Source: an optimization exercise on an open RTL-to-GDS flow (aim: small area, a short achievable clock period and few clock cycles). Production flows keep margins and buffers that such runs may drop.
At most, simulation tests tie the RTL to the original design; equivalence was not proved.
No activity file was given, so power comes from the tool's default toggle rates.

## old
==> flow/design.v <==
package cab_bus_pkg;
  typedef logic [15:0] addr_t;
  typedef logic [31:0] data_t;
  typedef logic [15:0] half_t;
  typedef union packed {
    struct packed {
      logic [13:0] offset;
      logic        rsvd;
      logic        wr;
    } hdr;
    half_t data;
  } sreq_word_u;
  typedef enum logic [1:0] {
    send_addr,
    send_wdata_lo,
    send_wdata_hi
  } send_state_t;
endpackage
package cab_map_pkg;
  localparam int CAB_WINDOW = 4096;
  localparam int HDR_OFS_LSB = 2;
  localparam int DEFAULT_TIMEOUT = 250000;
endpackage
`timescale 1ns/1ns
module cab_bridge #(
  parameter int O_DEPTH = 6,        
  parameter int SLOTS = 1,          
  parameter int POPR = 0,           
  parameter int POPW = 0,           
  parameter int TIMEOUT_CYCLES = 64
) (
  input  logic        clk,
  input  logic        rst_n,
  input  logic [31:0] maddr,
  input  logic [63:0] mwdata,
  input  logic [1:0]  mwr,
  input  logic [1:0]  mreq,
  output logic [1:0]  mrdy,
  output logic [1:0]  mdn,
  output logic [63:0] mrdata,
  input  logic [1:0]  srdy,
  input  logic [1:0]  sack,
  input  logic [31:0] sackdata,
  output logic [1:0]  sreq,
  output logic [31:0] sreqdata
);
  localparam int OC = $clog2(O_DEPTH + 1);
  localparam int CNT_W = $clog2(TIMEOUT_CYCLES + 1);
  logic          cur_m;             
  logic [1:0]    hv;                
  logic [1:0]    hw;                
  logic [9:0]    hofs [2];          
  logic [1:0]    p1, p2;            
  logic [1:0]    cs;                
  logic          wbv;               
  logic [31:0]   wbuf;
  logic [1:0]    o_mem [O_DEPTH];   
  logic [OC-1:0] o_cnt;
  logic [OC-1:0] wd_cnt [2];        
  logic [1:0]    rd_out [2];        
  logic [1:0]    rcnt [2];          
  logic [1:0]    r_wp, r_rp;        
  logic [1:0]    hsel;              
  logic [31:0]   rmem [2][SLOTS];
  logic [CNT_W-1:0] t_cnt;
  logic          ans;               
  logic [SLOTS-1:0] sel [2];        
  logic [1:0]    ok_q;              
  logic [1:0]    lst_q;             
  logic [1:0]    okw_q;             
  logic [1:0]    okwo_q;            
  logic [1:0]    lstw_q;            
  logic [1:0]  l_map, l_sl;         
  logic [1:0]  okr, okw;            
  logic [1:0]  rdy_l;
  logic [1:0]  l_acc;               
  logic        m1;
  logic        a_wr;
  logic [9:0]  a_ofs;
  logic [31:0] a_wd;
  logic [1:0]  push;
  logic        o_push;
  logic        w_push;
  logic        acc;
  logic [1:0]  xfer;
  logic [1:0]  lastw;
  for (genvar s = 0; s < 2; s++) begin : g_ok
    assign okr[s] = ok_q[s] || (POPR && srdy[s] && lst_q[s]);
    assign okw[s] = okw_q[s] || (POPW && ((srdy[1-s] && okwo_q[s]) || (srdy[s] && lstw_q[s])));
  end
  for (genvar m = 0; m < 2; m++) begin : g_lane
    assign l_map[m] = maddr[m*16 + 13 +: 3] == 3'b000;
    assign l_sl[m] = maddr[m*16 + 12];
    assign rdy_l[m] = l_sl[m] ? (mwr[m] ? okw[1] : okr[1]) : (mwr[m] ? okw[0] : okr[0]);
    assign l_acc[m] = mreq[m] && rdy_l[m] && l_map[m];
  end
  assign mrdy = rdy_l;
  assign acc = (mreq[0] && rdy_l[0]) || (mreq[1] && rdy_l[1]);
  assign push[0] = (l_acc[0] && !l_sl[0]) || (l_acc[1] && !l_sl[1]);
  assign push[1] = (l_acc[0] && l_sl[0]) || (l_acc[1] && l_sl[1]);
  assign o_push = l_acc[0] || l_acc[1];
  assign w_push = (l_acc[0] && mwr[0]) || (l_acc[1] && mwr[1]);
  assign m1 = mreq[1];
  assign a_wr = m1 ? mwr[1] : mwr[0];
  assign a_ofs = m1 ? maddr[27:18] : maddr[11:2];
  assign a_wd = m1 ? mwdata[63:32] : mwdata[31:0];
  for (genvar s = 0; s < 2; s++) begin : g_x
    assign xfer[s] = srdy[s] && cs[s];
    assign lastw[s] = !hw[s] || p2[s];
  end
  logic          hd_s, hd_w;        
  logic          nh_s, nh_w;        
  logic [OC-1:0] o_base, o_inc;     
  logic          o_left;            
  logic          o_full_nx;
  logic          h_wait;
  logic          t_hit_nx;
  logic [1:0]    hv_nx, hw_nx, p1_nx, p2_nx, cs_nx;
  logic [1:0]    wpop, rpop, rtake;
  logic [1:0]    rd_sent, wr_sent, rpush;
  logic [OC-1:0] wd_nx [2];
  logic [1:0]    wd_nz_nx;
  logic [1:0]    rd_out_nx [2];
  logic [1:0]    rd_nz_nx;
  logic [1:0]    rd_room_nx;
  logic [1:0]    rcnt_nx [2];
  logic [1:0]    rc_nz_nx;
  logic [1:0]    r_rp_nx;
  logic [1:0]    nh_rd;             
  logic          h_wait_nx;
  logic          ans_nx;
  logic          wbv_nx;
  assign {hd_s, hd_w} = o_mem[0];
  assign {nh_s, nh_w} = ans ? o_mem[1] : o_mem[0];
  assign o_base = ans ? o_cnt - 1'b1 : o_cnt;
  assign o_inc = ans ? o_cnt : o_cnt + 1'b1;
  assign o_left = o_base != '0;
  assign o_full_nx = o_push ? (o_inc == OC'(O_DEPTH)) : (o_base == OC'(O_DEPTH));
  for (genvar s = 0; s < 2; s++) begin : g_nx
    logic [OC-1:0] wd_base, wd_inc;
    logic [1:0]    rd_base, rd_inc, rc_base, rc_inc;
    assign nh_rd[s] = o_left && !nh_w && nh_s == s[0];
    assign rd_sent[s] = xfer[s] && !hw[s];
    assign wr_sent[s] = xfer[s] && p2[s];
    assign rpush[s] = sack[s] && hsel[s];
    assign wpop[s] = ans && hd_w && hd_s == s[0];
    assign rpop[s] = ans && !hd_w && hd_s == s[0];
    assign rtake[s] = rpop[s] && rcnt[s] != 2'd0;
    assign wd_base = wpop[s] ? wd_cnt[s] - 1'b1 : wd_cnt[s];
    assign wd_inc = wpop[s] ? wd_cnt[s] : wd_cnt[s] + 1'b1;
    assign wd_nx[s] = wr_sent[s] ? wd_inc : wd_base;
    assign wd_nz_nx[s] = wr_sent[s] || wd_base != '0;
    assign rd_base = rpop[s] ? rd_out[s] - 1'b1 : rd_out[s];
    assign rd_inc = rpop[s] ? rd_out[s] : rd_out[s] + 1'b1;
    assign rd_out_nx[s] = rd_sent[s] ? rd_inc : rd_base;
    assign rd_nz_nx[s] = rd_sent[s] || rd_base != '0;
    assign rd_room_nx[s] = rd_sent[s] ?
        (rd_inc < 2'(SLOTS) || (rd_inc == 2'(SLOTS) && nh_rd[s])) :
        (rd_base < 2'(SLOTS) || (rd_base == 2'(SLOTS) && nh_rd[s]));
    assign rc_base = rtake[s] ? rcnt[s] - 1'b1 : rcnt[s];
    assign rc_inc = rtake[s] ? rcnt[s] : rcnt[s] + 1'b1;
    assign rcnt_nx[s] = rpush[s] ? rc_inc : rc_base;
    assign rc_nz_nx[s] = rpush[s] || rc_base != '0;
    assign r_rp_nx[s] = (SLOTS > 1) && (r_rp[s] ^ rtake[s]);
    assign hv_nx[s] = push[s] || (hv[s] && !(xfer[s] && lastw[s]));
    assign hw_nx[s] = push[s] ? a_wr : hw[s];
    assign p1_nx[s] = push[s] ? 1'b0 : xfer[s] ? (hw[s] && !p1[s] && !p2[s]) : p1[s];
    assign p2_nx[s] = push[s] ? 1'b0 : xfer[s] ? p1[s] : p2[s];
    assign cs_nx[s] = hv_nx[s] && (hw_nx[s] || rd_room_nx[s]);
  end
  assign h_wait = o_cnt != '0 && !hd_w && rd_out[hd_s] != '0 && rcnt[hd_s] == '0;
  assign t_hit_nx = h_wait && !ans && t_cnt == CNT_W'(TIMEOUT_CYCLES - 2);
  assign h_wait_nx = o_left && !nh_w && rd_nz_nx[nh_s] && !rc_nz_nx[nh_s];
  assign ans_nx = o_left && (nh_w ? wd_nz_nx[nh_s] : (rc_nz_nx[nh_s] || (t_hit_nx && h_wait_nx)));
  assign wbv_nx = w_push || (wbv && !wr_sent[0] && !wr_sent[1]);
  always_ff @(posedge clk or negedge rst_n) begin
    if (!rst_n) begin
      cur_m <= 1'b0;
      hv <= '0;
      p1 <= '0;
      p2 <= '0;
      cs <= '0;
      wbv <= 1'b0;
      o_cnt <= '0;
      t_cnt <= '0;
      ans <= 1'b0;
      mdn <= '0;
      r_wp <= '0;
      r_rp <= '0;
      hsel <= '0;
      ok_q <= '0;
      lst_q <= '0;
      okw_q <= '0;
      okwo_q <= '0;
      lstw_q <= '0;
      for (int s = 0; s < 2; s++) begin
        wd_cnt[s] <= '0;
        rd_out[s] <= '0;
        rcnt[s] <= '0;
        sel[s] <= '0;
      end
    end else begin
      if (acc) cur_m <= m1;
      hv <= hv_nx;
      p1 <= p1_nx;
      p2 <= p2_nx;
      cs <= cs_nx;
      wbv <= wbv_nx;
      o_cnt <= o_push ? o_inc : o_base;
      t_cnt <= (h_wait && !ans) ? t_cnt + 1'b1 : '0;
      ans <= ans_nx;
      mdn <= ans_nx ? (cur_m ? 2'b10 : 2'b01) : 2'b00;
      r_rp <= r_rp_nx;
      for (int s = 0; s < 2; s++) begin
        wd_cnt[s] <= wd_nx[s];
        rd_out[s] <= rd_out_nx[s];
        rcnt[s] <= rcnt_nx[s];
        if (sack[s]) hsel[s] <= !hsel[s];
        if (rpush[s] && SLOTS > 1) r_wp[s] <= !r_wp[s];
        for (int k = 0; k < SLOTS; k++) begin
          sel[s][k] <= nh_rd[s] && rc_nz_nx[s] && r_rp_nx[s] == k[0];
        end
        ok_q[s] <= !hv_nx[s] && !o_full_nx;
        lst_q[s] <= cs_nx[s] && (!hw_nx[s] || p2_nx[s]) && !o_full_nx;
        okw_q[s] <= !hv_nx[s] && !o_full_nx && !wbv_nx;
        okwo_q[s] <= !hv_nx[s] && !o_full_nx && cs_nx[1-s] && p2_nx[1-s];
        lstw_q[s] <= cs_nx[s] && (!hw_nx[s] || p2_nx[s]) && !o_full_nx && (!wbv_nx || hw_nx[s]);
      end
    end
  end
  always_ff @(posedge clk) begin
    for (int i = 0; i < O_DEPTH; i++) begin
      if (o_push && OC'(i) == o_base) begin
        o_mem[i] <= {push[1], a_wr};
      end else if (ans && i < O_DEPTH - 1) begin
        o_mem[i] <= o_mem[i + 1];
      end
    end
  end
  always_ff @(posedge clk) begin
    for (int s = 0; s < 2; s++) begin
      if (push[s]) begin
        hw[s] <= a_wr;
        hofs[s] <= a_ofs;
      end
      if (sack[s] && !hsel[s]) rmem[s][SLOTS > 1 ? r_wp[s] : 1'b0][15:0] <= sackdata[s*16 +: 16];
      if (sack[s] && hsel[s]) rmem[s][SLOTS > 1 ? r_wp[s] : 1'b0][31:16] <= sackdata[s*16 +: 16];
    end
    if (w_push) wbuf <= a_wd;
  end
  for (genvar s = 0; s < 2; s++) begin : g_out
    assign sreq[s] = srdy[s] && cs[s];
    assign sreqdata[s*16 +: 16] = p1[s] ? wbuf[15:0] :
                                  p2[s] ? wbuf[31:16] : {4'b0, hofs[s], 1'b0, hw[s]};
  end
  logic [31:0] rd;
  always_comb begin
    rd = '0;
    for (int s = 0; s < 2; s++)
      for (int k = 0; k < SLOTS; k++)
        rd = rd | ({32{sel[s][k]}} & rmem[s][k]);
  end
  assign mrdata = {rd, rd};
endmodule
`timescale 1ns/1ns
module cab_bridge_top (
  input  logic        clk,
  input  logic        rst_n,
  input  logic [31:0] maddr,
  input  logic [63:0] mwdata,
  input  logic [1:0]  mwr,
  input  logic [1:0]  mreq,
  output logic [1:0]  mrdy,
  output logic [1:0]  mdn,
  output logic [63:0] mrdata,
  input  logic [1:0]  srdy,
  input  logic [1:0]  sack,
  input  logic [31:0] sackdata,
  output logic [1:0]  sreq,
  output logic [31:0] sreqdata
);
  cab_bridge u_bridge (.*);
endmodule
export LEC_CHECK = 0
export CAP_MARGIN = 20
export CORE_MARGIN = 2
export CORE_UTILIZATION = 65
export SETUP_SLACK_MARGIN = 3.5
export SLEW_MARGIN = 20
create_clock -name core_clock -period 7.0 [get_ports {clk}]
standard.sh (not shown) runs the stock make flow with config.mk's settings and CLKGATE_MAP_FILE= SYNTH_SCRIPT=/design/flow/synth_recipe.tcl, a recipe that flattens the netlist after the stock synthesis.
==> flow/flow/run.sh <==
#!/bin/bash
# standard layout, with plain buffers on the ports instead of the delay cells
# buffer_ports picks, and a clock tree without dummy loads
set -euo pipefail
bash standard.sh "BUFFER_PORTS_ARGS=-buffer_cell sky130_fd_sc_hd__buf_2" \
  "CTS_ARGS=-sink_clustering_enable -repair_clock_nets -dont_use_dummy_load -sink_clustering_size 30 -buf_list sky130_fd_sc_hd__clkbuf_8 -root_buf sky130_fd_sc_hd__clkbuf_16" \
  finish > standard.log 2>&1
For new, these inputs were changed with respect to old:
-- flow/design.v --
<<< old, line 26
  parameter int O_DEPTH = 6,        
  parameter int SLOTS = 1,          
  parameter int POPR = 0,           
  parameter int POPW = 0,           
  parameter int TIMEOUT_CYCLES = 64
) (
>>> new, line 26
  parameter int O_DEPTH = 6,        
  parameter int SLOTS = 1,          
  parameter int TIMEOUT_CYCLES = 64
) (
<<< old, line 86
  logic [1:0]  lastw;
  for (genvar s = 0; s < 2; s++) begin : g_ok
    assign okr[s] = ok_q[s] || (POPR && srdy[s] && lst_q[s]);
    assign okw[s] = okw_q[s] || (POPW && ((srdy[1-s] && okwo_q[s]) || (srdy[s] && lstw_q[s])));
  end
  for (genvar m = 0; m < 2; m++) begin : g_lane
>>> new, line 84
  logic [1:0]  lastw;
  for (genvar s = 0; s < 2; s++) begin : g_ok
    assign okr[s] = ok_q[s] || (srdy[s] && lst_q[s]);
    assign okw[s] = okw_q[s] || (srdy[1-s] && okwo_q[s]) || (srdy[s] && lstw_q[s]);
  end
  for (genvar m = 0; m < 2; m++) begin : g_lane
## What came out
The final layout from new, which completed every stage, passed the timing, design-rule and antenna checks at the end of the flow. For the peak clock frequency supported by timing, new came in about 5.7% lower than old did. old reports its start point of the critical path as mwr[1] while new reports srdy[1]. On proportion of total power due to net switching: between new and old, it ends up lower for new. Combinational share of power, new and old, lower one = new. Max area growth from synthesis to layout across new and old: new. Diff old -> new | count of clock tree sinks | up by a few percent. In new, the register-to-register slack came out 420 ps below the value in old. The die of new is larger than the one used in old. new vs. old: overall die width went up by about 1.4%.
Testbench counts of new, summed over its fixed seeds: cycles 35,874.
For old, only the layout was checked, not whether the RTL still works.

---

v6:
cab_bridge_top, a different RTL version from the one above (not shown whole).
Size: ~810 cells after synthesis, roughly 190 flip-flops, ~240 I/O pins, ~9600 um^2 of cells after synthesis.
export LEC_CHECK = 0
export CAP_MARGIN = 20
export CORE_MARGIN = 2
export CORE_UTILIZATION = 40
export SETUP_SLACK_MARGIN = 3
export SLEW_MARGIN = 20
create_clock -name core_clock -period 7.0 [get_ports {clk}]
==> flow/flow/run.sh <==
#!/bin/bash
# standard layout, with plain buffers on the ports instead of the delay cells buffer_ports picks
set -euo pipefail
bash standard.sh "BUFFER_PORTS_ARGS=-buffer_cell sky130_fd_sc_hd__buf_2" finish > standard.log 2>&1
The inputs of v7 differ from those of v6 as listed below.
--- a/flow/design.v
+++ b/flow/design.v
@@ -22,15 +22,15 @@
   localparam int DEFAULT_TIMEOUT = 250000;
 endpackage
 `timescale 1ns/1ns
 module cab_bridge #(
   parameter int O_DEPTH = 8,        
   parameter int MRDY = 0,           
   parameter int WSHARE = 1,         
-  parameter int SLOTS = 1,          
+  parameter int SLOTS = 2,          
   parameter int TIMEOUT_CYCLES = 64
 ) (
   input  logic        clk,
   input  logic        rst_n,
   input  logic [31:0] maddr,
   input  logic [63:0] mwdata,
   input  logic [1:0]  mwr,
Findings:
v7: no failed stages, no open violations at the end. v7 supports a higher top clock frequency than v6. Total inserted antenna cells was lower in the run labelled v6. Compared with v6, in v7 die area +24%, sequential share of layout area +5.4 points, overall power after layout +about 27%, adder-cell share of the synthesized area -0.68 points, number of H-tree branching levels -3. STATUS shortest clock period the worst path allows after layout: v7 wins against v6.
No functional check of the RTL was part of any run of this note.

---

## trial 19
Another version of the RTL of cab_bridge_top (not shown whole).
Size: ~610 cells after synthesis, about 170 flip-flops, ~0.0078 mm^2 of cells after synthesis.
clock: 7.0 ns
lec_check: 0
cap_margin: 20
core_margin: 2
core_utilization: 75
setup_slack_margin: 3.7
slew_margin: 20
==> flow/flow/run.sh <==
#!/bin/bash
# standard layout, with plain buffers on the ports instead of the delay cells
# buffer_ports picks, and a clock tree without dummy loads
set -euo pipefail
bash standard.sh "BUFFER_PORTS_ARGS=-buffer_cell sky130_fd_sc_hd__buf_1" \
  "CTS_ARGS=-sink_clustering_enable -repair_clock_nets -dont_use_dummy_load -sink_clustering_size 30 -buf_list sky130_fd_sc_hd__clkbuf_8 -root_buf sky130_fd_sc_hd__clkbuf_16" \
  finish > standard.log 2>&1
#### Input delta (trial 21 over trial 19)
--- a/flow/design.v
+++ b/flow/design.v
@@ -49,15 +49,15 @@
   logic [9:0]    hofs [2];          
   logic [1:0]    p1, p2;            
   logic [1:0]    cs;                
   logic          wbv;               
   logic [31:0]   wbuf;
   logic [1:0]    o_mem [O_DEPTH];   
   logic [OC-1:0] o_cnt;
-  logic [OC-1:0] wd_cnt [2];        
+  logic [OC-1:0] wpos;              
   logic [1:0]    rd_out [2];        
   logic [1:0]    rcnt [2];          
   logic [1:0]    r_wp, r_rp;        
   logic [1:0]    hsel;              
   logic [31:0]   rmem [2][SLOTS];
   logic [5:0]    t_cnt;             
   logic          ans;               
@@ -100,18 +100,17 @@
   logic          nh_s, nh_w;        
   logic [OC-1:0] o_base, o_inc;     
   logic          o_left;            
   logic          o_full_nx;
   logic          h_wait;
   logic          t_hit_nx;
   logic [1:0]    hv_nx, hw_nx, p1_nx, p2_nx, cs_nx;
-  logic [1:0]    wpop, rpop, rtake;
+  logic [1:0]    rpop, rtake;
   logic [1:0]    rd_sent, wr_sent, rpush;
-  logic [OC-1:0] wd_nx [2];
-  logic [1:0]    wd_nz_nx;
+  logic          nh_sent;           
   logic [1:0]    rd_out_nx [2];
   logic [1:0]    rd_nz_nx;
   logic [1:0]    rd_room_nx;
   logic [1:0]    rcnt_nx [2];
   logic [1:0]    rc_nz_nx;
   logic [1:0]    r_rp_nx;
   logic [1:0]    nh_rd;             
@@ -121,27 +120,21 @@
   assign {hd_s, hd_w} = o_mem[0];
   assign {nh_s, nh_w} = ans ? o_mem[1] : o_mem[0];
   assign o_base = ans ? o_cnt - 1'b1 : o_cnt;
   assign o_inc = ans ? o_cnt : o_cnt + 1'b1;
   assign o_left = o_base != '0;
   assign o_full_nx = o_push ? (o_inc == OC'(O_DEPTH)) : (o_base == OC'(O_DEPTH));
   for (genvar s = 0; s < 2; s++) begin : g_nx
-    logic [OC-1:0] wd_base, wd_inc;
     logic [1:0]    rd_base, rd_inc, rc_base, rc_inc;
     assign nh_rd[s] = o_left && !nh_w && nh_s == s[0];
     assign rd_sent[s] = xfer[s] && !hw[s];
     assign wr_sent[s] = xfer[s] && p2[s];
     assign rpush[s] = sack[s] && hsel[s];
-    assign wpop[s] = ans && hd_w && hd_s == s[0];
     assign rpop[s] = ans && !hd_w && hd_s == s[0];
     assign rtake[s] = rpop[s] && rcnt[s] != 2'd0;
-    assign wd_base = wpop[s] ? wd_cnt[s] - 1'b1 : wd_cnt[s];
-    assign wd_inc = wpop[s] ? wd_cnt[s] : wd_cnt[s] + 1'b1;
-    assign wd_nx[s] = wr_sent[s] ? wd_inc : wd_base;
-    assign wd_nz_nx[s] = wr_sent[s] || wd_base != '0;
     assign rd_base = rpop[s] ? rd_out[s] - 1'b1 : rd_out[s];
     assign rd_inc = rpop[s] ? rd_out[s] : rd_out[s] + 1'b1;
     assign rd_out_nx[s] = rd_sent[s] ? rd_inc : rd_base;
     assign rd_nz_nx[s] = rd_sent[s] || rd_base != '0;
     assign rd_room_nx[s] = rd_sent[s] ?
         (rd_inc < 2'(SLOTS) || (rd_inc == 2'(SLOTS) && nh_rd[s])) :
         (rd_base < 2'(SLOTS) || (rd_base == 2'(SLOTS) && nh_rd[s]));
@@ -155,49 +148,50 @@
     assign p1_nx[s] = push[s] ? 1'b0 : xfer[s] ? (hw[s] && !p1[s] && !p2[s]) : p1[s];
     assign p2_nx[s] = push[s] ? 1'b0 : xfer[s] ? p1[s] : p2[s];
     assign cs_nx[s] = hv_nx[s] && (hw_nx[s] || rd_room_nx[s]);
   end
   assign h_wait = o_cnt != '0 && !hd_w && rd_out[hd_s] != '0 && rcnt[hd_s] == '0;
   assign t_hit_nx = h_wait && !ans && t_cnt == T_HIT;
   assign h_wait_nx = o_left && !nh_w && rd_nz_nx[nh_s] && !rc_nz_nx[nh_s];
-  assign ans_nx = o_left && (nh_w ? wd_nz_nx[nh_s] : (rc_nz_nx[nh_s] || (t_hit_nx && h_wait_nx)));
+  assign nh_sent = w_push || !wbv || wr_sent[0] || wr_sent[1] ||
+                   (ans ? wpos != OC'(1) : wpos != '0);
+  assign ans_nx = o_left && (nh_w ? nh_sent : (rc_nz_nx[nh_s] || (t_hit_nx && h_wait_nx)));
   assign wbv_nx = w_push || (wbv && !wr_sent[0] && !wr_sent[1]);
   always_ff @(posedge clk or negedge rst_n) begin
     if (!rst_n) begin
       hv <= '0;
       cs <= '0;
       wbv <= 1'b0;
       o_cnt <= '0;
       ans <= 1'b0;
       r_wp <= '0;
       r_rp <= '0;
       hsel <= '0;
       for (int s = 0; s < 2; s++) begin
-        wd_cnt[s] <= '0;
         rd_out[s] <= '0;
         rcnt[s] <= '0;
       end
     end else begin
       hv <= hv_nx;
       cs <= cs_nx;
       wbv <= wbv_nx;
       o_cnt <= o_push ? o_inc : o_base;
       ans <= ans_nx;
       r_rp <= r_rp_nx;
       for (int s = 0; s < 2; s++) begin
-        wd_cnt[s] <= wd_nx[s];
         rd_out[s] <= rd_out_nx[s];
         rcnt[s] <= rcnt_nx[s];
         if (sack[s]) hsel[s] <= !hsel[s];
         if (rpush[s] && SLOTS > 1) r_wp[s] <= !r_wp[s];
       end
     end
   end
   always_ff @(posedge clk) begin
     if (acc) cur_m <= m1;
+    wpos <= w_push ? o_base : ans ? wpos - 1'b1 : wpos;
     p1 <= p1_nx;
     p2 <= p2_nx;
     t_cnt <= (h_wait && !ans) ? {t_cnt[4:0], t_cnt[5] ~^ t_cnt[4]} : '0;
     for (int s = 0; s < 2; s++) begin
       for (int k = 0; k < SLOTS; k++) begin
         sel[s][k] <= nh_rd[s] && rc_nz_nx[s] && r_rp_nx[s] == k[0];
       end
Findings:
Relative to trial 19, worst-case setup margin in the final layout has gone down in trial 21.
The critical-path maximum fanout in trial 21 sits 1 above the value recorded for trial 19.
When the final numbers for trial 21 and trial 19 were put side by side, the share of power burned in the clock network turned out to be greater in trial 21.
Wire length of the first global-routing pass was higher in trial 19 than in trial 21.
~same critical path depth in trial 21 and trial 19
Flip-flop and latch count: higher on trial 19
Changes observed in trial 21 relative to trial 19: final weighted congestion in routability-driven placement now sits higher, fmax now sits lower, post-layout utilization of the core now sits higher.
Testbench counts of trial 21, summed over its fixed seeds: cycles 37,465.
No functional check of the RTL was part of trial 19.

re-timing with driven ports:
How much do the figures lean on ideal ports? The routed layouts below were timed once more, with nothing changed but the port constraints.
Step 1 assumes that a clkbuf_16 drives the clock port and a buf_2 every other input.
Step 2 also shifts input and output timing later by t, the mid clock arrival at the registers, as if the neighbouring blocks saw the same clock.
a / b / c = no drivers / after step 1 / after step 2; a / b = the first two.
| run | t (ns) | setup slack, ns | clock arrival spread, ns |
|---|---|---|---|
| old | 0.401 | 3.448 / 3.397 / 3.313 | 0.027 / 0.027 |
| new | 0.412 | 3.235 / 3.186 / 3.059 | 0.021 / 0.021 |
| v6 | 0.472 | 3.295 / 3.274 / 3.001 | 0.013 / 0.013 |
| v7 | 0.579 | 3.319 / 3.280 / 2.830 | 0.016 / 0.017 |
| trial 19 | 0.401 | 3.697 / 3.647 / 3.383 | 0.033 / 0.032 |
| trial 21 | 0.401 | 3.650 / 3.608 / 3.318 | 0.032 / 0.032 |
After both steps setup and hold are still met in every run listed. For v7, which loses most, drivers alone change the setup slack by -0.039 ns; drivers and shift together by -0.489 ns.
